Source: an optimization exercise on an open RTL-to-GDS flow (aim: small area, a short achievable clock period and few clock cycles per item). Production flows keep margins and buffers that such runs may drop.
Function was checked by simulation only, so behaviour that the tests miss may differ from the original.

==> module alu_arbiter, before the edit <==
module alu_arbiter
#(
    parameter int unsigned WORDSIZE      = 32,
    parameter int unsigned SEL_LINE_SIZE = 4,
    parameter int unsigned NUM_REQ       = 4
) (
    input  logic                              clk,
    input  logic                              rst_n,
    input  logic [NUM_REQ-1:0]                req_valid,
    output logic [NUM_REQ-1:0]                req_ready,
    input  logic [NUM_REQ*WORDSIZE-1:0]       req_a,
    input  logic [NUM_REQ*WORDSIZE-1:0]       req_b,
    input  logic [NUM_REQ*SEL_LINE_SIZE-1:0]  req_sel,
    output logic [NUM_REQ-1:0]                rsp_valid,
    input  logic [NUM_REQ-1:0]                rsp_ready,
    output logic [WORDSIZE-1:0]               rsp_result,
    output logic                              rsp_carry,
    output logic                              busy
);
    localparam int unsigned W     = WORDSIZE;
    localparam int unsigned SW    = SEL_LINE_SIZE;
    localparam int unsigned NR    = NUM_REQ;
    localparam int unsigned IDX_W = (NR > 1) ? $clog2(NR) : 1;
    logic [NR-1:0]    rdy_q;      
    logic [NR-1:0]    lng_q;      
    logic             busy_q;
    logic [NR-1:0]    valid_q;    
    logic [NR-1:0]    msel_q;     
    logic [W-1:0]     s_a, s_b;   
    logic [SW-1:0]    s_sel;
    logic [IDX_W-1:0] s_own;
    logic             s_v;
    logic [W-1:0]     r_res;      
    logic             r_c;
    logic [NR-1:0]    r_vld;
    logic [W-1:0]     k_res;      
    logic             k_c;
    logic [IDX_W-1:0] k_own;
    logic             k_v;
    logic             u_occ;      
    logic [IDX_W-1:0] u_own;
    logic [W-1:0]     in_a, in_b;
    logic [SW-1:0]    in_sel;
    logic [IDX_W-1:0] in_own;
    always_comb begin
        in_a   = '0;
        in_b   = '0;
        in_sel = '0;
        in_own = '0;
        for (int unsigned i = 0; i < NR; i++) begin
            if (msel_q[i]) begin
                in_a   = in_a   | req_a[i*W +: W];
                in_b   = in_b   | req_b[i*W +: W];
                in_sel = in_sel | req_sel[i*SW +: SW];
                in_own = in_own | IDX_W'(i);
            end
        end
    end
    logic [W-1:0] alu_res, u_res;
    logic         alu_c, u_done, u_last;
    alu_arb_core #(.WORDSIZE(W), .SEL_LINE_SIZE(SW)) u_core (
        .a(s_a), .b(s_b), .sel(s_sel), .result(alu_res), .carry(alu_c)
    );
    logic u_ld;
    alu_arb_long #(.W(W), .K(4)) u_long (
        .clk(clk), .ld(u_ld), .div(s_sel == alu_arb_pkg::OP_UDIV), .a(s_a), .b(s_b),
        .res(u_res), .done(u_done), .last(u_last)
    );
    logic [NR-1:0] long_i;      
    logic [1:0]    hold, k_v_t, u_occ_t, r_take;
    logic [2*NR-1:0] lng_t;
    logic [8*NR-1:0] rdy_t;
    alu_arb_ctl #(.NR(NR), .SW(SW), .IDX_W(IDX_W)) u_ctl (
        .rdy_q(rdy_q), .lng_q(lng_q), .valid_q(valid_q), .req_valid(req_valid), .long_i(long_i), .s_v(s_v), .s_sel(s_sel),
        .k_v(k_v), .u_occ(u_occ), .u_done(u_done), .u_last(u_last), .u_own(u_own),
        .hold(hold), .k_v_n(k_v_t), .u_occ_n(u_occ_t), .r_take(r_take), .lng_n(lng_t),
        .rdy_n(rdy_t), .u_ld(u_ld)
    );
    logic L, A, T;
    always_comb begin
        for (int unsigned i = 0; i < NR; i++)
            long_i[i] = (req_sel[i*SW +: SW] == alu_arb_pkg::OP_MUL) ||
                        (req_sel[i*SW +: SW] == alu_arb_pkg::OP_UDIV);
        L = !(|(r_vld & ~rsp_ready));
        A = |(req_valid & rdy_q);
        T = |(long_i & rdy_q);
    end
    logic          s_v_n, k_v_n, u_occ_n;
    logic [1:0]    busy_t;      
    logic [NR-1:0] r_vld_n, lng_n;
    logic [IDX_W-1:0] r_own_src;
    logic [NR-1:0]    r_own_oh;
    always_comb begin
        r_own_src = k_v ? k_own : ((u_occ && u_done) ? u_own : s_own);
        r_own_oh  = '0;
        r_own_oh[r_own_src] = 1'b1;
        s_v_n   = L ? (hold[1] || A) : (hold[0] || A);
        busy_t[0] = hold[0] || k_v_t[0] || (|r_vld) || u_occ_t[0];
        busy_t[1] = hold[1] || k_v_t[1] || r_take[1] || u_occ_t[1];
        k_v_n   = L ? k_v_t[1] : k_v_t[0];
        u_occ_n = L ? u_occ_t[1] : u_occ_t[0];
        r_vld_n = L ? (r_take[1] ? r_own_oh : '0) : r_vld;
        lng_n   = (L ? lng_t[NR +: NR] : lng_t[0 +: NR]) | ((A && T) ? rdy_q : '0);
    end
    always_ff @(posedge clk) begin
        if (!rst_n) begin
            rdy_q   <= NR'(1);
            msel_q  <= NR'(1);
            valid_q <= '0;
            lng_q   <= '0;
            busy_q  <= 1'b0;
            s_v     <= 1'b0;
            k_v     <= 1'b0;
            r_vld   <= '0;
            u_occ   <= 1'b0;
        end else begin
            rdy_q   <= rdy_t[{L, A, T}*NR +: NR];
            msel_q  <= rdy_t[{L, A, T}*NR +: NR] | NR'(!(|rdy_t[{L, A, T}*NR +: NR]));
            valid_q <= req_valid;
            lng_q   <= lng_n;
            busy_q  <= A || (L ? busy_t[1] : busy_t[0]);
            s_v     <= s_v_n;
            k_v     <= k_v_n;
            r_vld   <= r_vld_n;
            u_occ   <= u_occ_n;
        end
    end
    logic s_keep;
    assign s_keep = ~(|rdy_q);
    always_ff @(posedge clk) begin
        s_a   <= (in_a   & {W{!s_keep}})     | (s_a   & {W{s_keep}});
        s_b   <= (in_b   & {W{!s_keep}})     | (s_b   & {W{s_keep}});
        s_sel <= (in_sel & {SW{!s_keep}})    | (s_sel & {SW{s_keep}});
        s_own <= (in_own & {IDX_W{!s_keep}}) | (s_own & {IDX_W{s_keep}});
    end
    logic k_keep, r_k, r_u, r_a;
    assign k_keep = k_v && !L;
    assign r_k = L && k_v;
    assign r_u = L && !k_v && u_occ && u_done;
    assign r_a = L && !k_v && !(u_occ && u_done);
    always_ff @(posedge clk) begin
        k_res <= (alu_res & {W{!k_keep}}) | (k_res & {W{k_keep}});
        k_c   <= (alu_c && !k_keep) || (k_c && k_keep);
        k_own <= (s_own & {IDX_W{!k_keep}}) | (k_own & {IDX_W{k_keep}});
        r_res <= (k_res & {W{r_k}}) | (u_res & {W{r_u}}) | (alu_res & {W{r_a}}) | (r_res & {W{!L}});
        r_c   <= (k_c && r_k) || (alu_c && r_a) || (r_c && !L);
        if (u_ld) u_own <= s_own;
    end
    assign req_ready  = rdy_q;
    assign rsp_valid  = r_vld;
    assign rsp_result = r_res;
    assign rsp_carry  = r_c;
    assign busy       = busy_q;
endmodule
clock: 70.0 ns
lec_check: 0
abc_area: 1
cap_margin: 20
core_margin: 2
core_utilization: 40
slew_margin: 20
standard.sh (not shown) runs the stock make flow with config.mk's settings and CLKGATE_MAP_FILE= SYNTH_SCRIPT=/design/flow/synth_recipe.tcl, a recipe that flattens the netlist after the stock synthesis.
==> flow/flow/run.sh <==
#!/bin/bash
# Layout flow: the standard layout (standard.sh), with the port buffers
# that global placement inserts made sky130_fd_sc_hd__buf_1 instead of the
# cell the resizer picks by default. Everything else is the standard flow.
set -euo pipefail
export BUFFER_PORTS_ARGS="-buffer_cell sky130_fd_sc_hd__buf_1"
bash standard.sh > standard.log 2>&1
Testbench counts at the start, summed over its fixed seeds: cycles 2,420, items 2,048.
==> next run, changes <==
--- a/flow/design.v
+++ b/flow/design.v
@@ -436,21 +436,22 @@
         s_a   <= (in_a   & {W{!s_keep}})     | (s_a   & {W{s_keep}});
         s_b   <= (in_b   & {W{!s_keep}})     | (s_b   & {W{s_keep}});
         s_sel <= (in_sel & {SW{!s_keep}})    | (s_sel & {SW{s_keep}});
         s_own <= (in_own & {IDX_W{!s_keep}}) | (s_own & {IDX_W{s_keep}});
     end
-    logic k_keep, r_k, r_u, r_a;
-    assign k_keep = k_v && !L;
-    assign r_k = L && k_v;
-    assign r_u = L && !k_v && u_occ && u_done;
-    assign r_a = L && !k_v && !(u_occ && u_done);
+    logic         k_keep;
+    logic [W-1:0] r_src;
+    logic         r_src_c;
+    assign k_keep  = k_v && !L;
+    assign r_src   = k_v ? k_res : ((u_occ && u_done) ? u_res : alu_res);
+    assign r_src_c = k_v ? k_c : (!(u_occ && u_done) && alu_c);
     always_ff @(posedge clk) begin
         k_res <= (alu_res & {W{!k_keep}}) | (k_res & {W{k_keep}});
         k_c   <= (alu_c && !k_keep) || (k_c && k_keep);
         k_own <= (s_own & {IDX_W{!k_keep}}) | (k_own & {IDX_W{k_keep}});
-        r_res <= (k_res & {W{r_k}}) | (u_res & {W{r_u}}) | (alu_res & {W{r_a}}) | (r_res & {W{!L}});
-        r_c   <= (k_c && r_k) || (alu_c && r_a) || (r_c && !L);
+        r_res <= L ? r_src : r_res;
+        r_c   <= L ? r_src_c : r_c;
         if (u_ld) u_own <= s_own;
     end
     assign req_ready  = rdy_q;
     assign rsp_valid  = r_vld;
     assign rsp_result = r_res;
=>
- worst setup slack gets better by 0.22 ns
- global-route usage rose by 1.2 points
- final area rose by 1.8%
- core utilization rose by 0.62 points
- hold slack gets better by 0.040 ns
- via count rose by 0.40%
- clock-buffer cell count fell by 2
- clock skew fell by 0.015 ns
- non-clock buffer count rose by 3
- routed wire length rose by 4.3%
- cell count rose by 1.3%
- synthesized cell count fell by 0.53%
- critical path depth fell by 5
Testbench counts after the change, summed over its fixed seeds: cycles 2,420, items 2,048.

-- static timing again, ports no longer ideal --
The results above use ideal ports. As a check the final layouts listed here were re-extracted and re-timed, cells and wires unchanged. Step 1 assumes that a clkbuf_16 drives the clock port and a buf_2 every other input. Step 2, shift: input delay + t, output delay - t, t = (earliest + latest rising clock arrival at the registers) / 2. This alone moves slack from input paths to output paths. a / b / c = ideal / step 1 / step 2; a / b = the first two.
| run | shift t [ns] | setup slack, ns | worst setup path at the end | slew at the worst register clock pin (ns) | cell pins on the clock port's net |
|---|---|---|---|---|---|
| the first run | 0.641 | 54.079 / 54.113 / 53.473 | input to register | 0.07 / 0.07 | 1 |
| the second run | 0.665 | 54.296 / 54.237 / 53.736 | input to register | 0.07 / 0.07 | 1 |
After both steps every run listed still meets setup and hold. The setup slack of the first run, which loses most, moves by +0.034 ns with the drivers and by -0.606 ns with both steps.
